Source: an optimization exercise on an open RTL-to-GDS flow (aim: small area, a short achievable clock period and few clock cycles per item). Production flows keep margins and buffers that such runs may drop. At most, simulation tests tie the RTL to the original design; equivalence was not proved. Only the layout flow was run in run 1; the RTL was not checked for function there. No activity file was given, so power comes from the tool's default toggle rates.

$ cat config.mk
export PLATFORM = sky130hd
export DESIGN_NAME = segment_address_translation_core
export DESIGN_NICKNAME = segment_address_translation_core
export VERILOG_FILES = /design/flow/design.v
export SDC_FILE = /design/flow/constraint.sdc
export NUM_CORES = 4
export LEC_CHECK = 0
export CAP_MARGIN = 20
export CORE_MARGIN = 2
export CORE_UTILIZATION = 55
export CTS_BUF_LIST = sky130_fd_sc_hd__clkbuf_8 sky130_fd_sc_hd__clkbuf_16
export CTS_CLUSTER_DIAMETER = 80
export CTS_CLUSTER_SIZE = 24
export SETUP_SLACK_MARGIN = 2.2
export SLEW_MARGIN = 20
$ cat constraint.sdc
create_clock -name core_clock -period 5.0 [get_ports {i_clk}]
set_input_delay 1.0000 -clock core_clock [delete_from_list [all_inputs] [get_ports {i_clk}]]
set_output_delay 1.0000 -clock core_clock [all_outputs]
set_load 0.01 [all_outputs]
$ cat design.v
package sat_pkg;
    localparam int SEGMENTS   = 16;
    localparam int DATA_W     = 16;
    localparam int ID_W       = 8;
    localparam int SLOT_W     = 4;
    localparam logic [DATA_W-1:0] MAX_SEG_RESET = 16'd64;
    localparam logic [16:0] DIV_REGPOS = 17'b1_1111_1111_1111_1000;
    localparam logic [16:0] DIV_COPYPOS = 17'b0_0000_0010_0000_1000;
endpackage
module sat_div_step #(
    parameter int STEP = 0
) (
    input  logic [15:0] i_rem,
    input  logic [15:0] i_quo,
    input  logic [15:0] i_div,
    input  logic        i_hz,
    input  logic        i_load,
    input  logic        i_xbit,
    output logic [15:0] o_rem,
    output logic [15:0] o_quo
);
    localparam int W = STEP + 1;
    logic [W-1:0] t, d, g, p, gg, pp, bor;
    logic         ge;
    always_comb begin
        if (STEP == 0) t = i_quo[15];
        else           t = {i_rem[W-2:0], i_quo[15]};
        d = i_div[W-1:0];
        g = ~t & d;
        p = ~(t ^ d);
        gg = g;
        pp = p;
        for (int s = 1; s < W; s = s * 2) begin
            for (int i = W - 1; i >= s; i--) begin
                gg[i] = gg[i] | (pp[i] & gg[i-s]);
                pp[i] = pp[i] & pp[i-s];
            end
        end
        bor = '0;
        for (int i = 1; i < W; i++) bor[i] = gg[i-1];
        ge = i_hz && !gg[W-1] && !i_load;
        o_rem = '0;
        o_rem[W-1:0] = t ^ ({W{ge}} & (d ^ bor));
    end
    assign o_quo = {i_quo[14:0], i_load ? i_xbit : ge};
endmodule
module sat_match (
    input  logic [15:0]  i_key,
    input  logic [15:0]  i_live,
    input  logic [127:0] i_ids,
    output logic         o_hit,
    output logic [15:0]  o_sel
);
    logic [15:0] m;
    logic [15:0] below;
    always_comb begin
        for (int i = 0; i < 16; i++)
            m[i] = i_live[i] && (i_key[15:8] == 8'd0) && (i_key[7:0] == i_ids[i*8 +: 8]);
        below[0] = 1'b0;
        for (int i = 1; i < 16; i++) below[i] = below[i-1] | m[i-1];
        o_sel = m & ~below;
        o_hit = |m;
    end
endmodule
module segment_address_translation_core (
    input  logic                         i_clk,
    input  logic                         i_rst_n,
    input  logic                         i_cfg_valid,
    output logic                         o_cfg_ready,
    input  logic [sat_pkg::DATA_W-1:0]   i_cfg_data,
    input  logic                         i_valid,
    output logic                         o_ready,
    input  logic                         i_action,
    input  logic [sat_pkg::DATA_W-1:0]   i_logical_address,
    input  logic [sat_pkg::DATA_W-1:0]   i_byte_count,
    input  logic [sat_pkg::SLOT_W-1:0]   i_entry_slot,
    input  logic [sat_pkg::ID_W-1:0]     i_entry_id,
    input  logic [sat_pkg::DATA_W-1:0]   i_entry_base,
    input  logic [sat_pkg::DATA_W-1:0]   i_entry_size,
    input  logic                         i_entry_valid,
    output logic                         o_valid,
    input  logic                         i_ready,
    output logic [sat_pkg::DATA_W-1:0]   o_physical_address,
    output logic                         o_fault,
    output logic [sat_pkg::DATA_W-1:0]   o_segment_number,
    output logic [sat_pkg::DATA_W-1:0]   o_offset
);
    localparam logic [16:0] RP = sat_pkg::DIV_REGPOS;
    localparam logic [16:0] CP = sat_pkg::DIV_COPYPOS;
    logic        adv;
    logic        in_fire;
    logic        div_busy;
    logic [15:0] r_max_seg;
    logic [15:0] r_div;
    logic [16:1] r_hz;
    logic        r_dpend;
    logic        r_out_valid;
    logic [15:0] r_out_phys;
    logic        r_out_fault;
    logic [15:0] r_out_seg;
    logic [15:0] r_out_off;
    assign adv         = !r_out_valid || i_ready;
    assign o_ready     = adv && !r_dpend;
    assign o_cfg_ready = 1'b1;
    assign in_fire     = i_valid && o_ready;
    always_ff @(posedge i_clk) begin
        if (!i_rst_n) begin
            r_max_seg <= sat_pkg::MAX_SEG_RESET;
            r_div     <= sat_pkg::MAX_SEG_RESET;
            r_hz      <= hz_of(sat_pkg::MAX_SEG_RESET);
            r_dpend   <= 1'b0;
        end else if (i_cfg_valid) begin
            r_max_seg <= i_cfg_data;
            if (!div_busy && !in_fire) begin
                r_div   <= i_cfg_data;
                r_hz    <= hz_of(i_cfg_data);
                r_dpend <= 1'b0;
            end else begin
                r_dpend <= 1'b1;
            end
        end else if (r_dpend && !div_busy) begin
            r_div   <= r_max_seg;
            r_hz    <= hz_of(r_max_seg);
            r_dpend <= 1'b0;
        end
    end
    function automatic logic [16:1] hz_of(input logic [15:0] d);
        for (int k = 1; k <= 16; k++) hz_of[k] = ((d >> k) == 16'd0);
    endfunction
    logic [16:0]    nv, nld;
    logic [17*16-1:0] nR, nQ, nC;
    logic [17*13-1:0] nX;
    logic [16:0]    busy_at;
    logic [17*16-1:0] nD;
    for (genvar p = 0; p <= 16; p++) begin : g_node
        logic        sv, sld;
        logic [15:0] sR, sQ, sC;
        logic [12:0] sX;
        if (p == 0) begin : g_src_in
            assign sv  = in_fire;
            assign sld = !i_action;
            assign sR  = '0;
            assign sQ  = i_action ? i_logical_address : i_entry_base;
            assign sC  = i_action ? i_byte_count : i_entry_size;
            assign sX  = {i_entry_slot, i_entry_valid, i_entry_id};
        end else begin : g_src_step
            sat_div_step #(.STEP(p - 1)) u_step (
                .i_rem   (nR[(p-1)*16 +: 16]),
                .i_quo   (nQ[(p-1)*16 +: 16]),
                .i_div   (nD[(p-1)*16 +: 16]),
                .i_hz    (((CP & ((17'd1 << p) - 17'd1)) == 17'd0) ? r_hz[p]
                                                                   : (nD[(p-1)*16 +: 16] >> p == 16'd0)),
                .i_load  (nld[p-1]),
                .i_xbit  (nX[(p-1)*13 + 12]),
                .o_rem   (sR),
                .o_quo   (sQ)
            );
            assign sv  = nv[p-1];
            assign sld = nld[p-1];
            assign sC  = nC[(p-1)*16 +: 16];
            assign sX  = {nX[(p-1)*13 +: 12], 1'b0};
        end
        if (RP[p]) begin : g_reg
            logic        r_v, r_ld;
            logic [15:0] r_R, r_Q, r_C;
            logic [12:0] r_X;
            always_ff @(posedge i_clk) begin
                if (!i_rst_n)  r_v <= 1'b0;
                else if (adv)  r_v <= sv;
            end
            always_ff @(posedge i_clk) begin
                if (adv) begin
                    r_ld <= sld;
                    r_R  <= sR;
                    r_Q  <= sQ;
                    r_C  <= sC;
                    r_X  <= sX;
                end
            end
            assign nv[p]            = r_v;
            assign nld[p]           = r_ld;
            assign nR[p*16 +: 16]   = r_R;
            assign nQ[p*16 +: 16]   = r_Q;
            assign nC[p*16 +: 16]   = r_C;
            assign nX[p*13 +: 13]   = r_X;
            assign busy_at[p]       = (p < 16) && r_v && !r_ld;
        end else begin : g_wire
            assign nv[p]            = sv;
            assign nld[p]           = sld;
            assign nR[p*16 +: 16]   = sR;
            assign nQ[p*16 +: 16]   = sQ;
            assign nC[p*16 +: 16]   = sC;
            assign nX[p*13 +: 13]   = sX;
            assign busy_at[p]       = 1'b0;
        end
        if (CP[p]) begin : g_dcopy
            logic [15:0] r_dc;
            always_ff @(posedge i_clk) r_dc <= nD[(p-1)*16 +: 16];
            assign nD[p*16 +: 16] = r_dc;
        end else if (p == 0) begin : g_d0
            assign nD[p*16 +: 16] = r_div;
        end else begin : g_dn
            assign nD[p*16 +: 16] = nD[(p-1)*16 +: 16];
        end
    end
    assign div_busy = |busy_at;
    logic        m_v, m_ld;
    logic [15:0] m_q, m_r, m_c;
    logic [12:0] m_x;
    logic        m_hit;
    logic [15:0] m_sel;
    logic [16:0] m_sum;
    assign m_v  = nv[16];
    assign m_ld = nld[16];
    assign m_q  = nQ[16*16 +: 16];
    assign m_r  = nR[16*16 +: 16];
    assign m_c  = nC[16*16 +: 16];
    assign m_x  = m_q[15:3];
    logic [15:0]  t_live;
    logic [127:0] t_ids;
    logic [15:0]  t_base [16];
    logic [15:0]  t_size [16];
    assign m_sum = {1'b0, m_r} + {1'b0, m_c};
    sat_match u_match (
        .i_key  (m_q),
        .i_live (t_live),
        .i_ids  (t_ids),
        .o_hit  (m_hit),
        .o_sel  (m_sel)
    );
    logic        t_we;
    logic [3:0]  t_slot;
    assign t_we   = adv && m_v && m_ld;
    assign t_slot = m_x[12:9];
    always_ff @(posedge i_clk) begin
        if (!i_rst_n) begin
            t_live <= '0;
        end else if (t_we) begin
            t_live[t_slot] <= m_x[8];
        end
    end
    always_ff @(posedge i_clk) begin
        if (t_we) begin
            t_ids[t_slot*8 +: 8] <= m_x[7:0];
            t_base[t_slot]       <= m_r;
            t_size[t_slot]       <= m_c;
        end
    end
    logic        f_v, f_ld, f_hit;
    logic [15:0] f_sel;
    logic [15:0] f_q, f_r;
    logic [16:0] f_sum;
    always_ff @(posedge i_clk) begin
        if (!i_rst_n)  f_v <= 1'b0;
        else if (adv)  f_v <= m_v;
    end
    always_ff @(posedge i_clk) begin
        if (adv) begin
            f_ld  <= m_ld;
            f_hit <= m_hit;
            f_sel <= m_sel;
            f_q   <= m_q;
            f_r   <= m_r;
            f_sum  <= m_sum;
        end
    end
    logic [15:0] f_base, f_size;
    always_comb begin
        f_base = '0;
        f_size = '0;
        for (int i = 0; i < 16; i++) begin
            f_base = f_base | ({16{f_sel[i]}} & t_base[i]);
            f_size = f_size | ({16{f_sel[i]}} & t_size[i]);
        end
    end
    logic        g_v, g_ld, g_hit;
    logic [15:0] g_base, g_size, g_q, g_r;
    logic [16:0] g_sum;
    always_ff @(posedge i_clk) begin
        if (!i_rst_n)  g_v <= 1'b0;
        else if (adv)  g_v <= f_v;
    end
    always_ff @(posedge i_clk) begin
        if (adv) begin
            g_ld   <= f_ld;
            g_hit  <= f_hit;
            g_base <= f_base;
            g_size <= f_size;
            g_sum  <= f_sum;
            g_q    <= f_ld ? '0 : f_q;
            g_r    <= f_ld ? '0 : f_r;
        end
    end
    logic g_fault;
    assign g_fault = !g_hit || (g_sum > {1'b0, g_size});
    always_ff @(posedge i_clk) begin
        if (!i_rst_n)  r_out_valid <= 1'b0;
        else if (adv)  r_out_valid <= g_v;
    end
    always_ff @(posedge i_clk) begin
        if (adv) begin
            r_out_phys  <= (g_ld || g_fault) ? '0 : (g_base + g_r);
            r_out_fault <= !g_ld && g_fault;
            r_out_seg   <= g_q;
            r_out_off   <= g_r;
        end
    end
    assign o_valid            = r_out_valid;
    assign o_physical_address = r_out_phys;
    assign o_fault            = r_out_fault;
    assign o_segment_number   = r_out_seg;
    assign o_offset           = r_out_off;
endmodule
$ cat run.sh
#!/bin/bash
# synth_recipe.tcl (not shown) runs the flow's synth.tcl, then flattens the netlist and writes it again
# the make line also repeats each setting of config.mk as NAME=value (left out here)
make -C /OpenROAD-flow-scripts/flow DESIGN_CONFIG=/design/flow/config.mk WORK_HOME=/design/flow/orfs CLKGATE_MAP_FILE= SYNTH_SCRIPT=/design/flow/synth_recipe.tcl finish
==> impl_results.md, run 1 <==
* Outcome: finished clean
* Largest net degree at the start of global routing at 170
* Total CTS buffers at 79
* Max VDD drop at 0.283 mV
* Multi-input gate area at 17100 um2
* Wirelength per Cell at 23.1 um
* Most frequent cells in the layout: 1489 x edfxtp_1, 307 x xnor2_1, 282 x nand2_1, 198 x inv_1, 164 x buf_4
* Multiplexer share of the synthesized area at 2.09%
* Hold Path Depth at 0
* FMAX at 0.349 GHz
* Critical Path RT at 5.44 ns
* Via count at 34.0k
* DRC at 0
* H-tree depth at 3
* Core ar. at 115000 um2
* Main combinational cell family by area after synthesis: compound AO/OA/AOI/OAI gates
* Clock sink count at 1590
* Post-Syn Area at 63700 um2
* Worst setup path category: in -> reg
* Initial drt markers at 2982
* Async set-reset flop share out of synthesis at 0%
* Post-route cell area at 72600 um2
* Setup TNS at 0 ns
* Grt total ovfl at 0
* Vias in the first global route at 33.0k
* Min cycle time layout at 2.87 ns
* RSZ-0062 raised after global routing: true
* Post-synth top flop: edfxtp_1
* Num ports at 151
* Chip width at 344 um
* Final Hold Fails at 0
* CP Capture Type: flip-flop
* Distinct cells, synth at 84
* Slew @ Worst Pin at 0.898 ns
* Nets at 4616
* CTS clk-pin slew, worst paths at 0.09 ns
* Clk root buf: clkbuf_16
* Post-DP HPWL at 76.9 mm
* Antenna cells at 0
* Leakage at 0.0264 uW
* Vias per std cell at 5.76
* Clock Path Buffers at 3
* Die Area at 118000 um2
* Sequential standard cell area at 46800 um2
* WL final at 136 mm
* Fraction of the mapped netlist area in adder cells at 3.44%
* TritonCTS clock tree: built
* Max_cap viols at 0
* Worst Skew at 0.0272 ns
* Synthesis-stage register bit count at 1590
* Worst Setup Start Kind: input pin
* Site Rows at 124
* Fin. max-slew vios at 0
* First-pass GRT wire length at 202 mm
* Post-CTS Hold Buffers at 0
* Fillers at 8372
* GP Congestion at 0.817
* Ys Warns at 18
* Pre-antenna DRT Iters at 5
* Worst relative slew slack at 40.2%
* Final period util at 57.3%
* Commonest non-fill, non-tap cell in the layout: edfxtp_1
* Class of the worst hold path: reg -> reg
* Share of cells above drive strength 1 at 14.8%
* Cell count after synthesis at 4025
* Syn_nets at 4298
* Register-to-Register Path Depth at 10
* Antenna-violating nets left at 0
* Worst skew pair latency at 0.69 ns
* Cell area after placement at 67400 um2
* Post-Syn Area per Cell at 15.8 um2
* Simple-Gate Fraction of Synth Area at 6.12%
* Synthesis-to-finish area growth at 14.1%
* Input/output buffers at 149
* Complex-gate fraction of the synthesized area at 7.55%
* Sequential area share after synthesis at 73.4%
* CP max FO at 4
* EDFF count, synth at 1489
* Initial core utilization at 55.6%
* Synth Area in XOR/XNOR at 5.38%
* Tot GR Track Use at 22.8%
* Final setup violation count at 0
* Die height at 344 um
* Pwr/cell area at 393 nW/um2
* Initial antenna violation count at 1
* CP arrival at 3.31 ns
-- cell usage after synthesis, drive strengths merged, types with 30 or more instances --
| cell type | count | area share, % |
|---|---|---|
| a21o | 46 | 0.55 |
| a21oi | 71 | 0.56 |
| a221oi | 133 | 1.8 |
| a22o | 129 | 1.8 |
| buf | 39 | 0.30 |
| clkbuf | 99 | 0.58 |
| dfxtp | 101 | 3.2 |
| edfxtp | 1489 | 70 |
| ha | 172 | 3.4 |
| inv | 188 | 1.1 |
| mux2 | 94 | 1.7 |
| nand2 | 314 | 1.9 |
| nand3 | 46 | 0.36 |
| nand4 | 56 | 0.55 |
| nor2 | 102 | 0.61 |
| nor2b | 78 | 0.77 |
| nor3 | 52 | 0.44 |
| nor4 | 30 | 0.30 |
| o21ai | 99 | 0.78 |
| xnor2 | 316 | 4.3 |
| xor2 | 74 | 1.0 |
-- critical path: stages --
cell and delay [ns]:
buf_2 0.10, and3_4 0.19, a21oi_4 0.04, ha_4 0.17
nor2b_4 0.12, nand2_2 0.07, or3_4 0.37, a21oi_2 0.14
a21oi_2 0.05, ha_1 0.30, a31o_4 0.24, a211oi_4 0.25
nand2_1 0.11, xor2_1 0.15
-- sequential cells by signal, summed over array words and instances, names as in the netlist, 17 cells and up --
name	count
t_size	256
g_node.g_reg.r_Q	224
t_base	256
f_sum	17
t_ids	128
g_node.g_reg.r_C	224
g_node.g_dcopy.r_dc	32
g_node.g_reg.r_R	133
g_sum	17
g_node.g_reg.r_X	55
-- cells by family (layout without fill, tap and decap cells) --
kind of cell,count (synthesis),after routing
simple gates,793,795
xor+xnor,390,390
mux,121,121
fa+ha+maj,174,174
compound gates,629,631
buf+inv,327,679
other cells,1,1
flops,1590,1590
-- final timing paths --
kind | from | to | slack, ns
max | i_logical_address[15] | g_node[3].g_reg.r_R[2]$_DFFE_PN_ | 2.13
min | g_node[3].g_dcopy.r_dc[10]$_DFF_P_ | g_node[9].g_dcopy.r_dc[10]$_DFF_P_ | 0.35
max reg2reg | g_node[16].g_reg.r_C[1]$_DFFE_PN_ | f_sum[15]$_DFFE_PN_ | 2.14
min reg2reg | g_node[3].g_dcopy.r_dc[10]$_DFF_P_ | g_node[9].g_dcopy.r_dc[10]$_DFF_P_ | 0.35
-- layer usage --
layer	vias to the layer above	GRT usage, %	share of wire (%)
met4	0	5.84	2.0
li1	15800	-	-
met1	17000	31.7	42
met5	-	0	0
met3	140	3.71	6.6
met2	1000	37.9	49
-- timing repair --
item                       CTS  global route
hold endpoints to repair     0             0
cloned                       7             5
setup endpoints to repair  911          1011
pin swaps                   53            60
buffers inserted            75            52
gates resized for setup    235           128
-- layout make-up --
type / instances / share of cell area (%)
Multi-Input combinational cell: 2112 / 23.5
Clock buffer: 80 / 2.74
Timing Repair Buffer: 371 / 5.23
Clock inverter: 39 / 0.474
Inverter: 189 / 1.02
Sequential cell: 1590 / 64.4
Tap cell: 1512 / 2.61
-- through the flow --
step,worst slack [ns],total power [uW],util [%],cells,hold WS (ns)
after CTS,2.04,28500,62.5,5836,0.349
after global placement,0.678,20700,58.8,5633,0.341
after detailed placement,0.652,20900,58.8,5635,0.345
after global routing,2.01,29800,63.4,5893,0.364
final,2.13,28500,63.4,5893,0.353
after floorplan,0.303,19500,-,4025,0.329
-- where the power goes --
part / internal (uW) / switching, uW / total [uW]
Clock: 3090 / 4100 / 7190
Combinational: 2060 / 2320 / 4380
Sequential: 16200 / 805 / 17000
Total: 21300 / 7230 / 28500
==> run 2, diff against run 1 <==
--- a/design.v
+++ b/design.v
@@ -5,7 +5,7 @@
     localparam int SLOT_W     = 4;
     localparam logic [DATA_W-1:0] MAX_SEG_RESET = 16'd64;
     localparam logic [16:0] DIV_REGPOS = 17'b1_1111_1111_1111_1000;
-    localparam logic [16:0] DIV_COPYPOS = 17'b0_0000_0010_0000_1000;
+    localparam logic [16:0] DIV_COPYPOS = 17'b0_0001_0001_0000_1000;
 endpackage
 module sat_div_step #(
     parameter int STEP = 0
--- a/config.mk
+++ b/config.mk
@@ -11,5 +11,5 @@
 export CTS_BUF_LIST = sky130_fd_sc_hd__clkbuf_8 sky130_fd_sc_hd__clkbuf_16
 export CTS_CLUSTER_DIAMETER = 80
 export CTS_CLUSTER_SIZE = 24
-export SETUP_SLACK_MARGIN = 2.2
+export SETUP_SLACK_MARGIN = 2.6
 export SLEW_MARGIN = 20
==> run 2 against run 1 <==
Cell count is 3.0% higher. Critical endpoint is now g_node[3].g_reg.r_R[0]$_DFFE_PN_. Critical path type unchanged. Cell area is 4.3% higher. Total power is 3.6% higher.
==> impl_results.md, run 2 <==
* Outcome: finished clean
* Yosys top cell area share at 70.0% (-0.25 points)
* Commonest non-fill, non-tap cell in the layout: edfxtp_1
* Worst setup margin at 2.31 ns (+0.173 ns)
* Num ports at 151 (unchanged)
* Leakage at 0.0281 uW (+6.6%)
* Pwr/cell area at 390 nW/um2 (-0.67%)
* Distinct cells, synth at 84 (unchanged)
* Wirelength per Cell at 22.3 um (-3.4%)
* Final period util at 53.9% (-3.5 points)
* Max_cap viols at 0 (unchanged)
* Die Area at 119000 um2 (+0.36%)
* Final setup violation count at 0 (unchanged)
* Setup TNS at 0 ns (unchanged)
* EDFF count, synth at 1489 (unchanged)
* Most frequent cells in the layout: 1489 x edfxtp_1, 280 x xnor2_1, 260 x buf_4, 202 x nand2_1, 185 x inv_1
* Initial drt markers at 2926 (-1.9%)
* Final Hold Fails at 0 (unchanged)
* Share of cells above drive strength 1 at 22.0% (+7.2 points)
* Ys Warns at 18 (unchanged)
* GP Congestion at 0.795 (-2.7%)
* Site Rows at 125 (+0.81%)
* Via count at 34.9k (+2.6%)
* Clock Path Buffers at 3 (unchanged)
* RR Endpoint: g_node[3].g_reg.r_R[0]$_DFFE_PN_
* Synthesis-stage register bit count at 1606 (+1.0%)
* Place WS at 0.744 ns (+0.0919 ns)
* Async set-reset flop share out of synthesis at 0% (unchanged)
* Chip width at 345 um (+0.18%)
* CP Capture Type: flip-flop
* CP arrival at 3.13 ns (-0.18 ns)
* Post-synth top flop: edfxtp_1
* CTS clk-pin slew, worst paths at 0.09 ns (about the same)
* Synth area leaders: edfxtp_1 70%, xnor2_1 4.1%, dfxtp_1 3.7%
* Crit Reg-Reg Startpoint: r_div[0]$_SDFFE_PN0P_
* Post-DP HPWL at 74.8 mm (-2.7%)
* Worst Setup Start Kind: input pin
* Fin. max-slew vios at 0 (unchanged)
* Core ar. at 116000 um2 (+1.1%)
* First-pass GRT wire length at 203 mm (+0.64%)
* Input/output buffers at 149 (unchanged)
* Worst skew pair latency at 0.70 ns (about the same)
* Pre-antenna DRT Iters at 7 (+2)
* Worst setup path category: in -> reg
* DRC at 0 (unchanged)
* Total CTS buffers at 80 (+1.3%)
* Sequential area share after synthesis at 73.6% (+0.24 points)
* Syn_nets at 4297 (-0.023%)
* Register-to-Register Path Depth at 12 (+2)
* Critical Path RT at 5.44 ns (about the same)
* Post-route cell area at 75700 um2 (+4.3%)
* Die height at 345 um (+0.18%)
* Vias per std cell at 5.74 (-0.41%)
* Nets at 4777 (+3.5%)
* Most frequent cell after synthesis: edfxtp_1
* Antenna-violating nets left at 0 (unchanged)
* Cell count after synthesis at 4024 (-0.025%)
* Cell area after placement at 67600 um2 (+0.31%)
* CP max FO at 7 (+3)
* Tot GR Track Use at 22.6% (-0.21 points)
* Clk root buf: clkbuf_16
* Vias in the first global route at 33.5k (+1.6%)
* Worst relative slew slack at 23.5% (-17 points)
* H-tree depth at 3 (unchanged)
* Max VDD drop at 0.328 mV (+16%)
* Clock sink count at 1606 (+1.0%)
* Synthesis-to-finish area growth at 18.5%
* Grt total ovfl at 0 (unchanged)
* Min cycle time layout at 2.69 ns (-0.173 ns)
* Hold path endpoint: g_node[3].g_dcopy.r_dc[14]$_DFF_P_
* Largest net degree at the start of global routing at 178 (+4.7%)
* Antenna cells at 0 (unchanged)
* Class of the worst hold path: reg -> reg
* RSZ-0062 raised after global routing: true
* Post-Syn Area at 63900 um2 (+0.36%)
* Post-Syn Area per Cell at 15.9 um2 (+0.38%)
* Worst Hold Launch: r_div[14]$_SDFFE_PN0P_
* WL final at 136 mm (-0.48%)
* TritonCTS clock tree: built
* Initial core utilization at 55.2% (-0.40 points)
* R2r setup slk at 2.34 ns (+0.20 ns)
* Slew @ Worst Pin at 1.15 ns (+0.250 ns)
* FMAX at 0.371 GHz (+6.4%)
* Worst Skew at 0.0318 ns (+0.00456 ns)
* Area leader, netlist: edfxtp_1
* Hold Path Depth at 0 (unchanged)
* Leading registers by flop count: t_base: 256 flops, t_size: 256 flops
* Initial antenna violation count at 2 (+1)
* Post-synth top cells: 1489 x edfxtp_1, 301 x xnor2_1, 284 x nand2_1
[run 2: cell count changes after synthesis, moves of 10 or more]
cell      before  now
nand2_1      312  284
dfxtp_1      101  117
nor2_1       101  116
xnor2_1      316  301
xor2_1        73   88
nand3_1       46   60
clkbuf_1      99   89
[run 2: power by group]
| part | internal [uW] | total (uW) | switching [uW] |
|---|---|---|---|
| Sequential | 16300 | 16900 | 661 |
| Clock | 3200 | 7340 | 4140 |
| Combinational | 2480 | 5250 | 2770 |
[run 2: cell families (layout without fill, tap and decap cells)]
family	Yosys count	after routing	synth area share [%]
simple gates	795	796	6.16
mux	119	119	2.05
buf+inv	316	836	1.93
flops	1606	1606	73.6
fa+ha+maj	174	174	3.43
other cells	1	1	0.00587
compound gates	624	627	7.45
xor+xnor	389	389	5.33
[run 2: worst max-delay path by stage]
stage	cells past startpoint	endpoint	from	slack, ns
2_1_floorplan	6	t_base[2][0]$_DFFE_PP_	i_ready	0.50
3_3_place_gp	13	g_node[3].g_reg.r_R[1]$_DFFE_PN_	i_logical_address[15]	0.81
3_5_place_dp	13	g_node[3].g_reg.r_R[0]$_DFFE_PN_	i_logical_address[15]	0.74
4_1_cts	10	f_sum[15]$_DFFE_PN_	g_node[16].g_reg.r_R[1]$_DFFE_PN_	2.26
5_1_grt	12	g_node[3].g_reg.r_R[0]$_DFFE_PN_	r_div[0]$_SDFFE_PN0P_	2.19
6_report	12	g_node[3].g_reg.r_R[0]$_DFFE_PN_	i_action	2.31
[run 2: through the flow]
step / cells / hold slack (ns) / total power (uW) / utilization (%)
finish: 6072 / 0.346 / 29500 / 65.4
global route: 6072 / 0.360 / 30900 / 65.4
CTS: 5989 / 0.348 / 29300 / 63.7
detailed placement: 5646 / 0.338 / 21000 / 58.4
global placement: 5646 / 0.331 / 20900 / 58.4
floorplan: 4024 / 0.323 / 19700 / -
[run 2: layout make-up]
cell class / count / area (um2)
sequential: 1606 / 47100
fill: 8277 / 40000
multi-input combinational: 2106 / 18200
timing repair buffer: 524 / 5260
clock buffer: 86 / 2140
tap: 1524 / 1910
inverter: 185 / 732
clock inverter: 40 / 294
timing repair inverter: 1 / 16.3
[run 2: critical path, cell delays in order]
cell and delay [ns]:
clkbuf_4 0.15, and3_4 0.20, a21oi_4 0.04, ha_4 0.27, nor2_1 0.04, a221o_1 0.33, o21ai_2 0.10, ha_4 0.23
a31o_4 0.23, a211oi_4 0.29, nand2_1 0.10, xor2_1 0.14
[run 2: timing repair]
action                                  4_1_cts  5_1_grt
pin swaps                                   163      156
buffers inserted                            206       80
resized for setup                           483      338
endpoints found under the setup margin     1826      748
cloned                                       11        3
hold buffers                                  0        0
[run 2: metal layers]
metal | track usage [%] | wire length [um] | part of all wire (%)
met4 | 4.95 | 2610 | 1.9
met3 | 3.22 | 8250 | 6.1
met2 | 38.7 | 68300 | 50
met5 | 0 | 0 | 0
met1 | 31.1 | 56500 | 42
Testbench counts of run 2, summed over its fixed seeds: cycles 4,936, items 4,800.
==> run 3, diff against run 2 <==
--- a/config.mk
+++ b/config.mk
@@ -11,5 +11,5 @@
 export CTS_BUF_LIST = sky130_fd_sc_hd__clkbuf_8 sky130_fd_sc_hd__clkbuf_16
 export CTS_CLUSTER_DIAMETER = 80
 export CTS_CLUSTER_SIZE = 24
-export SETUP_SLACK_MARGIN = 2.6
+export SETUP_SLACK_MARGIN = 2.4
 export SLEW_MARGIN = 20
==> run 3 against run 2 <==
Sequential share of layout area up 2.0 points. Count of clock-buffer cells in the layout stayed put. Cell count is 1.5% lower. Maximum frequency down 0.31%. Highest routed layer unchanged. Largest cell class unchanged.
==> impl_results.md, run 3 <==
* FMAX at 0.370 GHz (-0.31%)
* Slowest stage delay, CP at 0.46 ns (+0.13 ns)
* CTS clk-pin slew, worst paths at 0.09 ns (about the same)
* Class of the worst hold path: reg -> reg
* EDFF count, synth at 1489 (unchanged)
* Final Core Density at 63.4% (-2.0 points)
* Largest net degree at the start of global routing at 178 (unchanged)
* Die Area at 119000 um2 (unchanged)
* Sequential area share after synthesis at 73.6% (unchanged)
* Site Rows at 125 (unchanged)
* Area leader, netlist: edfxtp_1
* Tot GR Track Use at 22.2% (-0.45 points)
* Final period util at 54.0% (+0.16 points)
* Worst relative slew slack at 26.9% (+3.5 points)
* Grt total ovfl at 0 (unchanged)
* Setup TNS at 0 ns (unchanged)
* Initial antenna violation count at 2 (unchanged)
* Ys Warns at 18 (unchanged)
* Min cycle time layout at 2.70 ns (+0.00825 ns)
* H-tree depth at 3 (unchanged)
* Place WS at 0.744 ns (unchanged)
* Initial core utilization at 55.2% (unchanged)
* Critical Path RT at 5.45 ns (about the same)
* Wirelength per Cell at 22.2 um (-0.62%)
* Share of cells above drive strength 1 at 16.3% (-5.7 points)
* Vias per std cell at 5.73 (-0.19%)
* RSZ-0062 raised after global routing: true
* CP Capture Type: flip-flop
* Synthesis-stage register bit count at 1606 (unchanged)
* Max VDD drop at 0.332 mV (+1.3%)
* Nets at 4687 (-1.9%)
* Post-Syn Area at 63900 um2 (unchanged)
* Max_cap viols at 0 (unchanged)
* Worst skew pair latency at 0.70 ns (about the same)
* CP max FO at 6 (-1)
* Fin. max-slew vios at 0 (unchanged)
* Input/output buffers at 149 (unchanged)
* DRC at 0 (unchanged)
* GP Congestion at 0.795 (unchanged)
* Post-synth top cells: 1489 x edfxtp_1, 301 x xnor2_1, 284 x nand2_1
* Post-synth top flop: edfxtp_1
* Most frequent cell after synthesis: edfxtp_1
* Worst setup margin at 2.30 ns (-0.00825 ns)
* Post-DP HPWL at 74.8 mm (unchanged)
* Post-CTS Hold Buffers at 0 (unchanged)
* Cells after DPL at 5646 (unchanged)
* Async set-reset flop share out of synthesis at 0% (unchanged)
* Fillers at 8577 (+3.6%)
* Worst setup path category: reg -> reg
* CP arrival at 3.15 ns (+0.02 ns)
* Worst Skew at 0.0311 ns (-0.000684 ns)
* Hold slack at 0.346 ns (+0.000201 ns)
* Max stage delay cell, worst path: edfxtp_1
* Leakage at 0.0270 uW (-4.0%)
* Non-Filler Instances at 5982 (-1.5%)
* First-pass GRT wire length at 199 mm (-2.0%)
* Synth area leaders: edfxtp_1 70%, xnor2_1 4.1%, dfxtp_1 3.7%
* Antenna-violating nets left at 0 (unchanged)
* Final Hold Fails at 0 (unchanged)
* Pwr/cell area at 394 nW/um2 (+1.1%)
* Num ports at 151 (unchanged)
* TritonCTS clock tree: built
* Clock sink count at 1606 (unchanged)
* Core ar. at 116000 um2 (unchanged)
* Vias in the first global route at 32.7k (-2.3%)
* Antenna cells at 0 (unchanged)
* Synthesis-to-finish area growth at 14.9%
* Clock Path Buffers at 3 (unchanged)
* Cell count after synthesis at 4024 (unchanged)
* Post-Syn Area per Cell at 15.9 um2 (unchanged)
* Pre-antenna DRT Iters at 8 (+1)
* WL final at 133 mm (-2.1%)
* Syn_nets at 4297 (unchanged)
* Critical path, cell by cell: inv_2, ha_4, nor3b_4, nand2_4, buf_6, nor4_4, nor3_2, nand4_1, nand4b_1, nor4_2, and2_1
* Commonest non-fill, non-tap cell in the layout: edfxtp_1
* Clk root buf: clkbuf_16
* Die height at 345 um (unchanged)
* Slew @ Worst Pin at 1.10 ns (-0.0519 ns)
* Yosys top cell area share at 70.0% (unchanged)
* Distinct cells, synth at 84 (unchanged)
* Total CTS buffers at 80 (unchanged)
* Leading registers by flop count: t_base: 256 flops, t_size: 256 flops
* Worst Setup Start Kind: flip-flop
* Chip width at 345 um (unchanged)
* Initial drt markers at 2867 (-2.0%)
* Most frequent cells in the layout: 1489 x edfxtp_1, 298 x xnor2_1, 268 x nand2_1, 214 x buf_4, 196 x inv_1
* Via count at 34.3k (-1.7%)
* Final setup violation count at 0 (unchanged)
* Outcome: finished clean
==> run 3: cell types whose count changed in the layout (fill, tap and decap cells not counted), moves of 19 or more <==
| cell | change |
|---|---|
| buf_4 | -46 |
| buf_6 | -20 |
| clkdlybuf4s15_1 | -40 |
| dlygate4sd2_1 | +49 |
| mux2_2 | +41 |
| mux2_4 | -41 |
| nand2_1 | +66 |
| nand2_2 | -28 |
| nand2_4 | -37 |
| xnor2_2 | -19 |
==> run 3: path summary, 6_finish.rpt <==
check / start / to / slack [ns] / cells past startpoint
setup / recovery: g_node[16].g_reg.r_Q[12]$_DFFE_PN_ / f_sel[15]$_DFFE_PN_ / 2.30 / 11
hold / removal: r_div[14]$_SDFFE_PN0P_ / g_node[3].g_dcopy.r_dc[14]$_DFF_P_ / 0.35 / 0
setup reg to reg: g_node[16].g_reg.r_Q[12]$_DFFE_PN_ / f_sel[15]$_DFFE_PN_ / 2.30 / 11
hold reg to reg: r_div[14]$_SDFFE_PN0P_ / g_node[3].g_dcopy.r_dc[14]$_DFF_P_ / 0.35 / 0
==> run 3: through the flow <==
stage | power, uW | area, um2
detailed placement | 21000 | 67600
CTS | 28900 | 72000
global placement | 20900 | 67600
finish | 28900 | 73400
floorplan | 19700 | 64000
global route | 30200 | 73400
==> run 3: area by class of cell <==
class                      instances  area, um2  area share [%]
clock buffer                      86       2140            2.92
clock inverter                    40        294           0.401
inverter                         185        724           0.987
multi-input combinational       2106      17000            23.2
sequential                      1606      47100            64.2
tap                             1524       1910            2.60
timing repair buffer             434       4180            5.69
timing repair inverter             1       11.3          0.0153
==> run 3: cell families (layout without fill, tap and decap cells) <==
family	after synthesis	in the layout	synth area share [%]
other	1	1	0.00587
muxes	119	119	2.05
and+or+nand+nor	795	796	6.16
adders and majority gates	174	174	3.43
DFF	1606	1606	73.6
xor gates and xnor gates	389	389	5.33
buffers and inverters	316	746	1.93
AOI/OAI and AO/OA	624	627	7.45
==> run 3: power breakdown <==
group	internal (uW)	switching, uW	total [uW]
Combinational	2160	2510	4670
Clock	3200	4130	7340
Sequential	16300	651	16900
Total	21700	7290	28900
==> run 3: repair_timing <==
action	4_1_cts	5_1_grt
endpoints found under the setup margin	1630	695
cloned	8	2
buffers inserted	110	90
gates resized for setup	269	138
pin swaps	77	109
==> run 3: worst max-delay path: cells and delay by family, from the launching register on <==
family | cells | cell delay (ns)
simple gates | 8 | 1.56
flops | 1 | 0.46
buf+inv | 2 | 0.27
fa+ha+maj | 1 | 0.15
==> run 3: routing by layer <==
| layer | vias to the layer above | wire [um] | track usage, % |
|---|---|---|---|
| met3 | 152 | 7760 | 3.00 |
| li1 | 16000 | - | - |
| met2 | 926 | 66900 | 37.7 |
| met5 | - | 0 | 0 |
| met4 | 0 | 2410 | 4.77 |
| met1 | 17200 | 55700 | 30.8 |
==> run 4, diff against run 3 <==
--- a/config.mk
+++ b/config.mk
@@ -11,5 +11,5 @@
 export CTS_BUF_LIST = sky130_fd_sc_hd__clkbuf_8 sky130_fd_sc_hd__clkbuf_16
 export CTS_CLUSTER_DIAMETER = 80
 export CTS_CLUSTER_SIZE = 24
-export SETUP_SLACK_MARGIN = 2.4
+export SETUP_SLACK_MARGIN = 2.3
 export SLEW_MARGIN = 20
==> run 4 against run 3 <==
Non-clock buffer count down 51. Utilization down 0.66 points. Synthesized area is the same. Total power is 0.53% lower. Combinational power decreased by 4%. First-iteration DRC count decreased by 8.8%. Count of clock-buffer cells in the layout stayed put. Via count is 0.83% lower. Clock power about the same. Sequential cell count did not move. Critical path type is now in -> reg. Largest power group unchanged.
==> impl_results.md, run 4 <==
* Post-synth top flop: edfxtp_1
* Wirelength per Cell at 22.1 um (-0.50%)
* Worst relative slew slack at 26.5% (-0.44 points)
* Slew @ Worst Pin at 1.10 ns (+0.00653 ns)
* Leakage at 0.0265 uW (-2.1%)
* Register-to-Register Path Depth at 12 (+1)
* Cells after DPL at 5646 (unchanged)
* Tot GR Track Use at 22.0% (-0.20 points)
* H-tree depth at 3 (unchanged)
* Post-Syn Area per Cell at 15.9 um2 (unchanged)
* Clk root buf: clkbuf_16
* Synth area leaders: edfxtp_1 70%, xnor2_1 4.1%, dfxtp_1 3.7%
* Most common cell on crit path: ha_4
* Commonest non-fill, non-tap cell in the layout: edfxtp_1
* Total CTS buffers at 80 (unchanged)
* EDFF count, synth at 1489 (unchanged)
* Max_cap viols at 0 (unchanged)
* Cell count after synthesis at 4024 (unchanged)
* CP arrival at 3.14 ns (about the same)
* Simple-Gate Fraction of Synth Area at 6.16% (unchanged)
* DRC at 0 (unchanged)
* CTS clk-pin slew, worst paths at 0.09 ns (about the same)
* Distinct cells, synth at 84 (unchanged)
* Worst setup path category: in -> reg
* CP Capture Type: flip-flop
* Via count at 34.0k (-0.83%)
* Core ar. at 116000 um2 (unchanged)
* Non-Filler Instances at 5931 (-0.85%)
* Largest net degree at the start of global routing at 178 (unchanged)
* Post-synth top cells: 1489 x edfxtp_1, 301 x xnor2_1, 284 x nand2_1
* Leading registers by flop count: t_base: 256 flops, t_size: 256 flops
* Class of the worst hold path: reg -> reg
* Initial core utilization at 55.2% (unchanged)
* FMAX at 0.370 GHz (about the same)
* Hold path endpoint: g_node[3].g_dcopy.r_dc[14]$_DFF_P_
* Worst skew pair latency at 0.70 ns (about the same)
* Die Area at 119000 um2 (unchanged)
* Vias per std cell at 5.73 (about the same)
* Outcome: finished clean
* Max stage delay cell, worst path: a221o_1
* Most frequent cell after synthesis: edfxtp_1
* Async set-reset flop share out of synthesis at 0% (unchanged)
* Antenna-violating nets left at 0 (unchanged)
* Synthesis-stage register bit count at 1606 (unchanged)
* Fin. max-slew vios at 0 (unchanged)
* Share of cells above drive strength 1 at 14.3% (-2.0 points)
* Grt total ovfl at 0 (unchanged)
* R2r setup slk at 2.32 ns (+0.02 ns)
* Main combinational cell family by area after synthesis: compound AO/OA/AOI/OAI gates
* Input/output buffers at 149 (unchanged)
* Yosys top cell area share at 70.0% (unchanged)
* Area leader, netlist: edfxtp_1
* Slowest stage delay, CP at 0.32 ns (-0.14 ns)
* Synth Area in XOR/XNOR at 5.33% (unchanged)
* CP max FO at 7 (+1)
* Min cycle time layout at 2.70 ns (-0.00136 ns)
* Setup TNS at 0 ns (unchanged)
* RSZ-0062 raised after global routing: true
* Worst Hold Launch: r_div[14]$_SDFFE_PN0P_
* TritonCTS clock tree: built
* Worst Skew at 0.0294 ns (-0.00168 ns)
* Initial antenna violation count at 2 (unchanged)
* RR Endpoint: g_node[3].g_reg.r_R[0]$_DFFE_PN_
* Antenna cells at 0 (unchanged)
* Pre-antenna DRT Iters at 7 (-1)
* Post-CTS Hold Buffers at 0 (unchanged)
* Final period util at 54.0% (about the same)
* Most frequent cells in the layout: 1489 x edfxtp_1, 300 x xnor2_1, 272 x nand2_1, 203 x inv_1, 182 x buf_4
* Final Hold Fails at 0 (unchanged)
* Hold Path Depth at 0 (unchanged)
* Multi-input gate area at 16800 um2 (-1.5%)
* Syn_nets at 4297 (unchanged)
* Num ports at 151 (unchanged)
* Worst Setup Start Kind: input pin
* WL final at 131 mm (-1.3%)
* Fraction of the mapped netlist area in adder cells at 3.43% (unchanged)
* Nets at 4636 (-1.1%)
* Post-DP HPWL at 74.8 mm (unchanged)
* Vias in the first global route at 32.6k (-0.54%)
* Ys Warns at 18 (unchanged)
* Fillers at 8649 (+0.84%)
* Post-Syn Area at 63900 um2 (unchanged)
* Multiplexer share of the synthesized area at 2.05% (unchanged)
* Clock Path Buffers at 3 (unchanged)
* Initial drt markers at 2614 (-8.8%)
* Pwr/cell area at 396 nW/um2 (+0.53%)
* Chip width at 345 um (unchanged)
* Site Rows at 125 (unchanged)
* Clock sink count at 1606 (unchanged)
* Sequential standard cell area at 47100 um2 (about the same)
* First-pass GRT wire length at 198 mm (-0.81%)
* GP Congestion at 0.795 (unchanged)
* Final setup violation count at 0 (unchanged)
* Sequential area share after synthesis at 73.6% (unchanged)
* Critical Path RT at 5.44 ns (about the same)
* Synthesis-to-finish area growth at 13.7%
* Crit Reg-Reg Startpoint: r_div[0]$_SDFFE_PN0P_
* Die height at 345 um (unchanged)
* Complex-gate fraction of the synthesized area at 7.45% (unchanged)
* Max VDD drop at 0.332 mV (-0.23%)
* Critical path, cell by cell: clkbuf_4, and3_4, a21oi_4, ha_4, nor2_1, a221o_1, o21ai_2, ha_4, a31o_4, a211oi_4, nand2_1, xor2_1
run 4: cell counts after synthesis:
Identical to the previous run, type by type.
run 4: where the power goes:
group          switching, uW  internal [uW]  total, uW  leakage, uW
Clock                   4140           3200       7340      0.00127
Sequential               658          16300      16900       0.0160
Combinational           2430           2070       4500      0.00921
run 4: metal layers:
| metal | wire length [um] | global-route usage [%] | up-vias |
|---|---|---|---|
| met3 | 7350 | 3.14 | 141 |
| met4 | 2280 | 4.76 | 0 |
| met1 | 55700 | 30.5 | 17100 |
| met5 | 0 | 0 | - |
| li1 | - | - | 15900 |
| met2 | 65600 | 37.3 | 867 |
run 4: critical path: cells and delay by family:
family / cells / cell delay, ns
AO/OA/AOI/OAI: 5 / 0.99
adder cells (fa/ha/maj): 2 / 0.51
AND/OR/NAND/NOR: 3 / 0.34
buffers and inverters: 1 / 0.15
XOR/XNOR: 1 / 0.14
run 4: worst max-delay path by stage:
stage / end / cells after the start / from / slack [ns]
6_report: g_node[3].g_reg.r_R[0]$_DFFE_PN_ / 12 / i_action / 2.30
5_1_grt: g_node[3].g_reg.r_R[0]$_DFFE_PN_ / 12 / r_hz[0]$_SDFFE_PN0P_ / 2.18
4_1_cts: o_valid / 1 / r_out_valid$_SDFFE_PN0N_ / 2.25
3_5_place_dp: g_node[3].g_reg.r_R[0]$_DFFE_PN_ / 13 / i_logical_address[15] / 0.74
3_3_place_gp: g_node[3].g_reg.r_R[1]$_DFFE_PN_ / 13 / i_logical_address[15] / 0.81
2_1_floorplan: t_base[2][0]$_DFFE_PP_ / 6 / i_ready / 0.50
run 4: final cells by class:
class,count,share of cell area [%]
Clock buffer,86,2.95
Clock inverter,40,0.405
Inverter,185,0.997
Multi-Input combinational cell,2107,23.1
Sequential cell,1606,64.8
Tap cell,1524,2.63
Timing Repair Buffer,383,5.09
run 4: repair_timing:
action | in CTS | in global routing
gates resized for setup | 154 | 111
setup endpoints to repair | 1341 | 739
pin swaps | 58 | 67
setup buffers | 86 | 65
cloned | 6 | 2
run 4: stage by stage:
stage	power (uW)	worst slack (ns)	instance area, um2	hold WS, ns	util (%)
CTS	28800	2.25	71600	0.355	61.9
floorplan	19700	0.499	64000	0.323	-
global route	30100	2.18	72600	0.360	62.8
finish	28800	2.30	72600	0.347	62.8
global placement	20900	0.808	67600	0.331	58.4
detailed placement	21000	0.744	67600	0.338	58.4
run 4: logic make-up (layout without fill, tap and decap cells):
family	count (synthesis)	in the layout
AOI/OAI and AO/OA	624	627
xor gates and xnor gates	389	389
adders and majority gates	174	174
buffers and inverters	316	694
DFF	1606	1606
muxes	119	119
other	1	1
and+or+nand+nor	795	797
==> run 5, diff against run 4 <==
--- a/config.mk
+++ b/config.mk
@@ -11,5 +11,6 @@
 export CTS_BUF_LIST = sky130_fd_sc_hd__clkbuf_8 sky130_fd_sc_hd__clkbuf_16
 export CTS_CLUSTER_DIAMETER = 80
 export CTS_CLUSTER_SIZE = 24
-export SETUP_SLACK_MARGIN = 2.3
+export GPL_ROUTABILITY_DRIVEN = 0
+export SETUP_SLACK_MARGIN = 2.2
 export SLEW_MARGIN = 20
==> run 5 against run 4 <==
Hold slack improved by 0.0071 ns. Synthesized cell count is the same. Wire length decreased by 1.4%. Count of clock-buffer cells in the layout unchanged. Critical path depth stayed put. Critical path type unchanged. Total power is 0.91% lower. Clock power about the same. Sequential share of layout area rose by 0.86 points.
==> impl_results.md, run 5 <==
* Outcome: finished clean
* Worst path depth at 12 (unchanged)
* CP arrival at 3.19 ns (+0.05 ns)
* Class of the worst hold path: reg -> reg
* TritonCTS clock tree: built
* Distinct cells, synth at 84 (unchanged)
* Fillers at 8734 (+0.98%)
* Final Core Density at 61.9% (-0.84 points)
* Post-Syn Area at 63900 um2 (unchanged)
* Register-to-Register Path Depth at 11 (-1)
* Via count at 33.6k (-1.2%)
* Async set-reset flop share out of synthesis at 0% (unchanged)
* Leakage at 0.0260 uW (-1.7%)
* Critical path, cell by cell: clkdlybuf4s15_1, and3_4, a21oi_4, ha_4, nor2b_4, a221o_1, o21ai_2, ha_4, a31o_4, a211oi_4, nand2_1, xor2_1
* Nets at 4573 (-1.4%)
* Multi-input gate area at 16400 um2 (-1.9%)
* Cell count after synthesis at 4024 (unchanged)
* Input/output buffers at 149 (unchanged)
* Grt total ovfl at 0 (unchanged)
* Post-synth top flop: edfxtp_1
* Clk root buf: clkbuf_16
* Critical path buffers and inverters at 1 (unchanged)
* Worst setup margin at 2.26 ns (-0.0440 ns)
* Fin. max-slew vios at 0 (unchanged)
* Clock sink count at 1606 (unchanged)
* Post-synth top cells: 1489 x edfxtp_1, 301 x xnor2_1, 284 x nand2_1
* CP max FO at 4 (-3)
* Leading registers by flop count: t_base: 256 flops, t_size: 256 flops
* Initial drt markers at 2642 (+1.1%)
* Worst Skew at 0.0326 ns (+0.00315 ns)
* EDFF count, synth at 1489 (unchanged)
* Synthesis-to-finish area growth at 12.2%
* Vias per std cell at 5.73 (about the same)
* Worst setup path category: in -> reg
* Most frequent cells in the layout: 1489 x edfxtp_1, 301 x xnor2_1, 279 x nand2_1, 204 x inv_1, 166 x ha_1
* Chip width at 345 um (unchanged)
* CP Capture Type: flip-flop
* Pre-antenna DRT Iters at 5 (-2)
* Final Hold Fails at 0 (unchanged)
* Antenna cells at 0 (unchanged)
* Synthesis-stage register bit count at 1606 (unchanged)
* CTS clk-pin slew, worst paths at 0.09 ns (about the same)
* Area leader, netlist: edfxtp_1
* Post-CTS Hold Buffers at 0 (unchanged)
* Share of cells above drive strength 1 at 12.0% (-2.3 points)
* Initial antenna violation count at 2 (unchanged)
* Final setup violation count at 0 (unchanged)
* Pwr/cell area at 398 nW/um2 (+0.43%)
* Final period util at 54.9% (+0.88 points)
* Max VDD drop at 0.330 mV (-0.37%)
* Die height at 345 um (unchanged)
* Max stage delay cell, worst path: a221o_1
* Post-Syn Area per Cell at 15.9 um2 (unchanged)
* Yosys top cell area share at 70.0% (unchanged)
* Sequential standard cell area at 47100 um2 (about the same)
* Slew @ Worst Pin at 1.12 ns (+0.0156 ns)
* WL final at 129 mm (-1.4%)
* Post-DP HPWL at 74.8 mm (unchanged)
* Worst skew pair latency at 0.70 ns (about the same)
* Site Rows at 125 (unchanged)
* Sequential area share after synthesis at 73.6% (unchanged)
* Place WS at 0.744 ns (unchanged)
* H-tree depth at 3 (unchanged)
* R2r setup slk at 2.28 ns (-0.04 ns)
* Wirelength per Cell at 22.0 um (-0.30%)
* Synth area leaders: edfxtp_1 70%, xnor2_1 4.1%, dfxtp_1 3.7%
* Total CTS buffers at 80 (unchanged)
* Vias in the first global route at 32.3k (-0.88%)
* Core ar. at 116000 um2 (unchanged)
* RSZ-0062 raised after global routing: true
* Initial core utilization at 55.2% (unchanged)
* Tot GR Track Use at 21.7% (-0.29 points)
* Num ports at 151 (unchanged)
* Setup TNS at 0 ns (unchanged)
* Worst relative slew slack at 24.8% (-1.7 points)
* DRC at 0 (unchanged)
* Commonest non-fill, non-tap cell in the layout: edfxtp_1
* Hold Path Depth at 0 (unchanged)
* Worst Setup Start Kind: input pin
* Slowest stage delay, CP at 0.35 ns (+0.03 ns)
* First-pass GRT wire length at 195 mm (-1.2%)
* CP top delay family: compound AO/OA/AOI/OAI gates
* Syn_nets at 4297 (unchanged)
* Die Area at 119000 um2 (unchanged)
* Most common cell on crit path: ha_4
* Max_cap viols at 0 (unchanged)
* Most frequent cell after synthesis: edfxtp_1
* Min cycle time layout at 2.74 ns (+0.0440 ns)
* FMAX at 0.364 GHz (-1.6%)
* Ys Warns at 18 (unchanged)
* Critical Path RT at 5.44 ns (about the same)
* Largest net degree at the start of global routing at 178 (unchanged)
* Antenna-violating nets left at 0 (unchanged)
* Clock Path Buffers at 3 (unchanged)
-- run 5: changes by cell type in the layout (fill, tap and decap cells not counted), sizes merged --
cell	previous run	this run
a32o	18	17
buf	233	174
bufbuf	1	0
clkbuf	90	86
clkdlybuf4s15	0	2
dlygate4sd2	2	1
dlymetal6s2s	0	1
o21a	21	22
or3	13	12
-- run 5: worst paths after layout --
kind	start	to
worst max-delay path	i_logical_address[15]	g_node[3].g_reg.r_R[0]$_DFFE_PN_
worst min-delay path	r_div[14]$_SDFFE_PN0P_	g_node[3].g_dcopy.r_dc[14]$_DFF_P_
worst max register to register	g_node[16].g_reg.r_Q[12]$_DFFE_PN_	f_sel[11]$_DFFE_PN_
worst min register to register	r_div[14]$_SDFFE_PN0P_	g_node[3].g_dcopy.r_dc[14]$_DFF_P_
-- run 5: power by group --
group          total [uW]  switching, uW  internal, uW
Clock                7340           4130          3200
Combinational        4240           2320          1920
Sequential          17000            666         16300
-- run 5: cells by family after synthesis --
| family | synth area share [%] |
|---|---|
| and+or+nand+nor | 6.16 |
| other | 0.00587 |
| buffers and inverters | 1.93 |
| DFF | 73.6 |
| xor gates and xnor gates | 5.33 |
| AOI/OAI and AO/OA | 7.45 |
| adders and majority gates | 3.43 |
| muxes | 2.05 |
-- run 5: layer usage --
| layer | GRT usage [%] | part of all wire (%) | routed length (um) | up-vias |
|---|---|---|---|---|
| met4 | 4.51 | 1.9 | 2410 | 0 |
| met2 | 36.7 | 50 | 64400 | 883 |
| met3 | 3.10 | 5.8 | 7540 | 143 |
| met1 | 30.2 | 42 | 54900 | 16800 |
| met5 | 0 | 0 | 0 | - |
| li1 | - | - | - | 15800 |
-- run 5: final cells by class --
cell class                 instances  area share (%)
sequential                      1606            65.7
clock buffer                      86            2.99
inverter                         185            1.01
multi-input combinational       2106            22.9
tap                             1524            2.66
clock inverter                    40           0.410
timing repair buffer             321            4.28
-- run 5: timing repair --
action | CTS | global route
setup endpoints to repair | 1113 | 217
gates cloned | 2 | 3
resized for setup | 110 | 63
pin swaps | 28 | 37
setup buffers | 61 | 30
-- run 5: metrics by stage --
stage | cells | instance area [um2] | hold WS, ns | power (uW)
4_1_cts | 5835 | 71100 | 0.355 | 28700
6_report | 5868 | 71700 | 0.355 | 28500
3_5_place_dp | 5646 | 67600 | 0.338 | 21000
2_1_floorplan | 4024 | 64000 | 0.323 | 19700
3_3_place_gp | 5646 | 67600 | 0.331 | 20900
5_1_grt | 5868 | 71700 | 0.360 | 29800
==> run 6, diff against run 5 <==
--- a/config.mk
+++ b/config.mk
@@ -11,6 +11,5 @@
 export CTS_BUF_LIST = sky130_fd_sc_hd__clkbuf_8 sky130_fd_sc_hd__clkbuf_16
 export CTS_CLUSTER_DIAMETER = 80
 export CTS_CLUSTER_SIZE = 24
-export GPL_ROUTABILITY_DRIVEN = 0
 export SETUP_SLACK_MARGIN = 2.2
 export SLEW_MARGIN = 20
==> run 6 against run 5 <==
Maximum frequency unchanged. Sequential cell count unchanged. Global-route usage unchanged. Via count unchanged. First-iteration DRC count unchanged. Utilization unchanged. Critical path type unchanged. Worst setup slack unchanged. Largest cell class unchanged.
==> impl_results.md, run 6 <==
* Ys Warns at 18 (unchanged)
* Share of cells above drive strength 1 at 12.0% (unchanged)
* Tot GR Track Use at 21.7% (unchanged)
* Sequential area share after synthesis at 73.6% (unchanged)
* Most common cell on crit path: ha_4
* Vias in the first global route at 32.3k (unchanged)
* Post-synth top flop: edfxtp_1
* Seq pwr share at 59.4% (about the same)
* Final Hold Fails at 0 (unchanged)
* Switching share of total power at 24.9% (unchanged)
* Class of the worst hold path: reg -> reg
* Yosys top cell area share at 70.0% (unchanged)
* Input/output buffers at 149 (unchanged)
* Max_cap viols at 0 (unchanged)
* Place WS at 0.744 ns (unchanged)
* Final period util at 54.9% (unchanged)
* Commonest non-fill, non-tap cell in the layout: edfxtp_1
* Worst skew pair latency at 0.70 ns (about the same)
* Site Rows at 125 (unchanged)
* Synthesis-to-finish area growth at 12.2% (unchanged)
* Worst Setup Start Kind: input pin
* P_int at 21400 uW (unchanged)
* Slew @ Worst Pin at 1.12 ns (unchanged)
* Setup TNS at 0 ns (unchanged)
* Min cycle time layout at 2.74 ns (unchanged)
* FMAX at 0.364 GHz (unchanged)
* Syn_nets at 4297 (unchanged)
* Cell count after synthesis at 4024 (unchanged)
* GP Congestion at 0.795
* Critical path, cell by cell: clkdlybuf4s15_1, and3_4, a21oi_4, ha_4, nor2b_4, a221o_1, o21ai_2, ha_4, a31o_4, a211oi_4, nand2_1, xor2_1
* Switching Power at 7120 uW (unchanged)
* Initial drt markers at 2642 (unchanged)
* CP top delay family: compound AO/OA/AOI/OAI gates
* Most frequent cells in the layout: 1489 x edfxtp_1, 301 x xnor2_1, 279 x nand2_1, 204 x inv_1, 166 x ha_1
* Distinct cells, synth at 84 (unchanged)
* Antenna-violating nets left at 0 (unchanged)
* Via count at 33.6k (unchanged)
* CTS clk-pin slew, worst paths at 0.09 ns (about the same)
* Leading registers by flop count: t_base: 256 flops, t_size: 256 flops
* Core ar. at 116000 um2 (unchanged)
* Outcome: finished clean
* Max stage delay cell, worst path: a221o_1
* CP arrival at 3.19 ns (about the same)
* Critical Path RT at 5.44 ns (about the same)
* Initial core utilization at 55.2% (unchanged)
* Post-Syn Area per Cell at 15.9 um2 (unchanged)
* Async set-reset flop share out of synthesis at 0% (unchanged)
* Post-CTS Hold Buffers at 0 (unchanged)
* Die height at 345 um (unchanged)
* Chip width at 345 um (unchanged)
* Clk root buf: clkbuf_16
* Worst relative slew slack at 24.8% (unchanged)
* CP Capture Type: flip-flop
* TritonCTS clock tree: built
* Slowest stage delay, CP at 0.35 ns (about the same)
* H-tree depth at 3 (unchanged)
* Pwr/cell area at 398 nW/um2 (unchanged)
* Initial antenna violation count at 2 (unchanged)
* Leakage at 0.0260 uW (unchanged)
* Clock Path Buffers at 3 (unchanged)
* Total CTS buffers at 80 (unchanged)
* Max VDD drop at 0.330 mV (unchanged)
* Nets at 4573 (unchanged)
* Gate power share at 14.9% (about the same)
* Wirelength per Cell at 22.0 um (unchanged)
* Vias per std cell at 5.73 (unchanged)
* Synth area leaders: edfxtp_1 70%, xnor2_1 4.1%, dfxtp_1 3.7%
* Antenna cells at 0 (unchanged)
* DRC at 0 (unchanged)
* CP max FO at 4 (unchanged)
* Largest net degree at the start of global routing at 178 (unchanged)
* Synthesis-stage register bit count at 1606 (unchanged)
* Die Area at 119000 um2 (unchanged)
* Worst setup margin at 2.26 ns (unchanged)
* Fin. max-slew vios at 0 (unchanged)
* Worst setup path category: in -> reg
* RSZ-0062 raised after global routing: true
* Num ports at 151 (unchanged)
* Pre-antenna DRT Iters at 5 (unchanged)
* Post-DP HPWL at 74.8 mm (unchanged)
* Post-Syn Area at 63900 um2 (unchanged)
* Post-synth top cells: 1489 x edfxtp_1, 301 x xnor2_1, 284 x nand2_1
* Critical path buffers and inverters at 1 (unchanged)
* First-pass GRT wire length at 195 mm (unchanged)
* Most frequent cell after synthesis: edfxtp_1
* Clock Power Share at 25.7% (about the same)
* Area leader, netlist: edfxtp_1
* Final setup violation count at 0 (unchanged)
* WL final at 129 mm (unchanged)
* EDFF count, synth at 1489 (unchanged)
* Worst Skew at 0.0326 ns (unchanged)
* Clock sink count at 1606 (unchanged)
* Grt total ovfl at 0 (unchanged)
## run 6: cell counts in the layout (fill, tap and decap cells not counted)
Identical to the previous run, type by type.
## run 6: repair_timing
action / 4_1_cts / 5_1_grt
gates resized for setup: 110 / 63
hold endpoints to repair: 0 / 0
gates cloned: 2 / 3
endpoints found under the setup margin: 1113 / 217
setup buffers: 61 / 30
pin swaps: 28 / 37
## run 6: path summary, 6_finish.rpt
path	startpoint	to	slack, ns	depth (start not counted)
hold reg to reg	r_div[14]$_SDFFE_PN0P_	g_node[3].g_dcopy.r_dc[14]$_DFF_P_	0.35	0
setup / recovery	i_logical_address[15]	g_node[3].g_reg.r_R[0]$_DFFE_PN_	2.26	12
setup reg to reg	g_node[16].g_reg.r_Q[12]$_DFFE_PN_	f_sel[11]$_DFFE_PN_	2.28	11
hold / removal	r_div[14]$_SDFFE_PN0P_	g_node[3].g_dcopy.r_dc[14]$_DFF_P_	0.35	0
## run 6: cell families after synthesis
group	synth area share, %
AND/OR/NAND/NOR	6.16
other	0.00587
buffers and inverters	1.93
AO/OA/AOI/OAI	7.45
multiplexers	2.05
flip-flops	73.6
adder cells (fa/ha/maj)	3.43
XOR/XNOR	5.33
## run 6: area by class of cell
type                            count  area (um2)
Clock buffer                       86        2140
Clock inverter                     40         294
Fill cell                        8734       44100
Inverter                          185         724
Multi-Input combinational cell   2106       16400
Sequential cell                  1606       47100
Tap cell                         1524        1910
Timing Repair Buffer              321        3060
## run 6: power by group through the flow
stage | sequential, uW | combinational [uW] | clock [uW]
6_report | 17000 | 4240 | 7340
5_1_grt | 17100 | 4700 | 8030
4_1_cts | 17000 | 4090 | 7590
3_5_place_dp | 17500 | 3540 | 0
3_3_place_gp | 17400 | 3460 | 0
2_1_floorplan | 17100 | 2590 | 0
## run 6: worst reg2reg max path, delay by kind of cell (launching register included)
kind	cells	cell delay [ns]
and+or+nand+nor	8	1.57
DFF	1	0.47
adders and majority gates	1	0.18
buffers and inverters	2	0.25
## run 6: per-layer routing
metal | global-route usage [%] | wire length, um
met1 | 30.2 | 54900
met2 | 36.7 | 64400
met3 | 3.10 | 7540
met4 | 4.51 | 2410
met5 | 0 | 0
## run 6: stage by stage
| step | instances | total power, uW | instance area, um2 | utilization [%] | hold WS [ns] |
|---|---|---|---|---|---|
| after floorplan | 4024 | 19700 | 64000 | - | 0.323 |
| after CTS | 5835 | 28700 | 71100 | 61.4 | 0.355 |
| after detailed placement | 5646 | 21000 | 67600 | 58.4 | 0.338 |
| after global routing | 5868 | 29800 | 71700 | 61.9 | 0.360 |
| final | 5868 | 28500 | 71700 | 61.9 | 0.355 |
| after global placement | 5646 | 20900 | 67600 | 58.4 | 0.331 |
==> run 7, diff against run 6 <==
--- a/config.mk
+++ b/config.mk
@@ -9,7 +9,7 @@
 export CORE_MARGIN = 2
 export CORE_UTILIZATION = 55
 export CTS_BUF_LIST = sky130_fd_sc_hd__clkbuf_8 sky130_fd_sc_hd__clkbuf_16
-export CTS_CLUSTER_DIAMETER = 80
-export CTS_CLUSTER_SIZE = 24
+export CTS_CLUSTER_DIAMETER = 90
+export CTS_CLUSTER_SIZE = 28
 export SETUP_SLACK_MARGIN = 2.2
 export SLEW_MARGIN = 20
==> run 7 against run 6 <==
Largest power group unchanged. Hold slack better by 0.0018 ns. Critical path depth fell by 4. Still clean. Synthesized cell count unchanged. Non-clock buffer count decreased by 6. Global-route usage shrank 0.17 points. Sequential power about the same. Via count shrank 0.18%. Largest cell class unchanged. Total power shrank 2.2%. Worst setup slack lost 0.075 ns. Synthesized area is the same.
==> impl_results.md, run 7 <==
* Outcome: finished clean
* Clock sink count at 1606 (unchanged)
* Final period util at 56.4% (+1.5 points)
* Nets at 4556 (-0.37%)
* Worst skew pair latency at 0.69 ns (about the same)
* Cell count after synthesis at 4024 (unchanged)
* Post-synth top flop: edfxtp_1
* Max stage delay cell, worst path: ha_1
* Initial drt markers at 2639 (-0.11%)
* Most frequent cells in the layout: 1489 x edfxtp_1, 300 x xnor2_1, 278 x nand2_1, 201 x inv_1, 167 x ha_1
* Share of cells above drive strength 1 at 11.5% (-0.53 points)
* Setup TNS at 0 ns (unchanged)
* Vias per std cell at 5.74 (+0.25%)
* Post-route cell area at 71200 um2 (-0.65%)
* Min cycle time layout at 2.82 ns (+0.0747 ns)
* Initial antenna violation count at 2 (unchanged)
* Critical Path RT at 5.44 ns (about the same)
* Leakage at 0.0258 uW (-0.92%)
* Post-synth top cells: 1489 x edfxtp_1, 301 x xnor2_1, 284 x nand2_1
* Total chip power at 27900 uW (-2.2%)
* Pre-antenna DRT Iters at 7 (+2)
* Total CTS buffers at 69 (-14%)
* GP Congestion at 0.795 (unchanged)
* Post-Syn Area per Cell at 15.9 um2 (unchanged)
* Input/output buffers at 149 (unchanged)
* CP max FO at 34 (+30)
* Final setup violation count at 0 (unchanged)
* DRC at 0 (unchanged)
* Commonest non-fill, non-tap cell in the layout: edfxtp_1
* Initial core utilization at 55.2% (unchanged)
* Grt total ovfl at 0 (unchanged)
* Final Hold Fails at 0 (unchanged)
* Clk root buf: clkbuf_16
* Tot GR Track Use at 21.5% (-0.17 points)
* Ys Warns at 18 (unchanged)
* Vias in the first global route at 32.1k (-0.45%)
* Synthesis-to-finish area growth at 11.4%
* Clock Path Buffers at 3 (unchanged)
* Sequential area share after synthesis at 73.6% (unchanged)
* Cell area after placement at 67600 um2 (unchanged)
* First-pass GRT wire length at 194 mm (-0.63%)
* Distinct cells, synth at 84 (unchanged)
* Worst relative slew slack at 24.2% (-0.59 points)
* Post-Syn Area at 63900 um2 (unchanged)
* Wirelength per Cell at 22.0 um (about the same)
* Core ar. at 116000 um2 (unchanged)
* Yosys top cell area share at 70.0% (unchanged)
* Antenna-violating nets left at 0 (unchanged)
* Syn_nets at 4297 (unchanged)
* Pwr/cell area at 392 nW/um2 (-1.6%)
* FMAX at 0.355 GHz (-2.6%)
* Slowest stage delay, CP at 0.44 ns (+0.09 ns)
* CP Capture Type: flip-flop
* Area leader, netlist: edfxtp_1
* Synthesis-stage register bit count at 1606 (unchanged)
* Die Area at 119000 um2 (unchanged)
* Slew @ Worst Pin at 1.13 ns (+0.00876 ns)
* Num ports at 151 (unchanged)
* Chip width at 345 um (unchanged)
* Class of the worst hold path: reg -> reg
* TritonCTS clock tree: built
* Worst Setup Start Kind: flip-flop
* Die height at 345 um (unchanged)
* Post-DP HPWL at 74.8 mm (unchanged)
* Fin. max-slew vios at 0 (unchanged)
* Worst Skew at 0.0370 ns (+0.00441 ns)
* R2r setup slk at 2.18 ns (-0.10 ns)
* Max_cap viols at 0 (unchanged)
* Async set-reset flop share out of synthesis at 0% (unchanged)
* Max VDD drop at 0.250 mV (-24%)
* H-tree depth at 3 (unchanged)
run 7: cell counts after synthesis:
No cell type changed its count.
run 7: cell type report:
| cell class | instances | area (um2) |
|---|---|---|
| Antenna cell | 1 | 2.50 |
| Clock buffer | 71 | 1770 |
| Clock inverter | 35 | 264 |
| Fill cell | 8734 | 44500 |
| Inverter | 185 | 724 |
| Multi-Input combinational cell | 2106 | 16400 |
| Sequential cell | 1606 | 47100 |
| Tap cell | 1524 | 1910 |
| Timing Repair Buffer | 315 | 3060 |
run 7: worst max-delay path: cells and delay by family (launching register included):
kind	cells	cell delay (ns)
buf+inv	2	0.49
flops	1	0.40
fa+ha+maj	1	0.44
simple gates	4	0.86
mux	1	0.37
run 7: repair_timing:
item / in CTS / in global routing
buffers inserted: 69 / 16
endpoints found under the setup margin: 1128 / 228
pin swaps: 26 / 32
hold buffers: 0 / 0
gates resized for setup: 105 / 59
gates cloned: 1 / 4
run 7: cells by family after synthesis:
family          count (synthesis)  share of synthesized area (%)
compound gates                624                           7.45
xor+xnor                      389                           5.33
fa+ha+maj                     174                           3.43
buf+inv                       316                           1.93
flops                        1606                           73.6
mux                           119                           2.05
other cells                     1                        0.00587
simple gates                  795                           6.16
run 7: metal layers:
| layer | wire length, um | GRT usage, % | share of wire [%] |
|---|---|---|---|
| met1 | 54900 | 30.3 | 43 |
| met2 | 64100 | 36.5 | 50 |
| met5 | 0 | 0 | 0 |
| met3 | 6980 | 2.51 | 5.4 |
| met4 | 2660 | 4.55 | 2.1 |
run 7: worst paths after layout:
| path | end | start | depth (start not counted) |
|---|---|---|---|
| min reg2reg | g_node[3].g_dcopy.r_dc[14]$_DFF_P_ | r_div[14]$_SDFFE_PN0P_ | 0 |
| max | t_ids[69]$_DFFE_PP_ | g_node[16].g_reg.r_Q[12]$_DFFE_PN_ | 8 |
| min | g_node[3].g_dcopy.r_dc[14]$_DFF_P_ | r_div[14]$_SDFFE_PN0P_ | 0 |
| max reg2reg | t_ids[69]$_DFFE_PP_ | g_node[16].g_reg.r_Q[12]$_DFFE_PN_ | 8 |
run 7: through the flow:
step	utilization, %	hold WS (ns)	std cells	setup slack [ns]
after floorplan	-	0.323	4024	0.499
after global placement	58.4	0.331	5646	0.808
after detailed placement	58.4	0.338	5646	0.744
after CTS	61.1	0.357	5822	2.07
after global routing	61.5	0.366	5842	2.07
final	61.5	0.356	5843	2.18
run 7: where the power goes:
part / switching (uW) / total [uW] / internal [uW] / leakage, uW
Clock: 3980 / 6720 / 2740 / 0.00108
Combinational: 2310 / 4220 / 1920 / 0.00872
Sequential: 663 / 17000 / 16300 / 0.0160
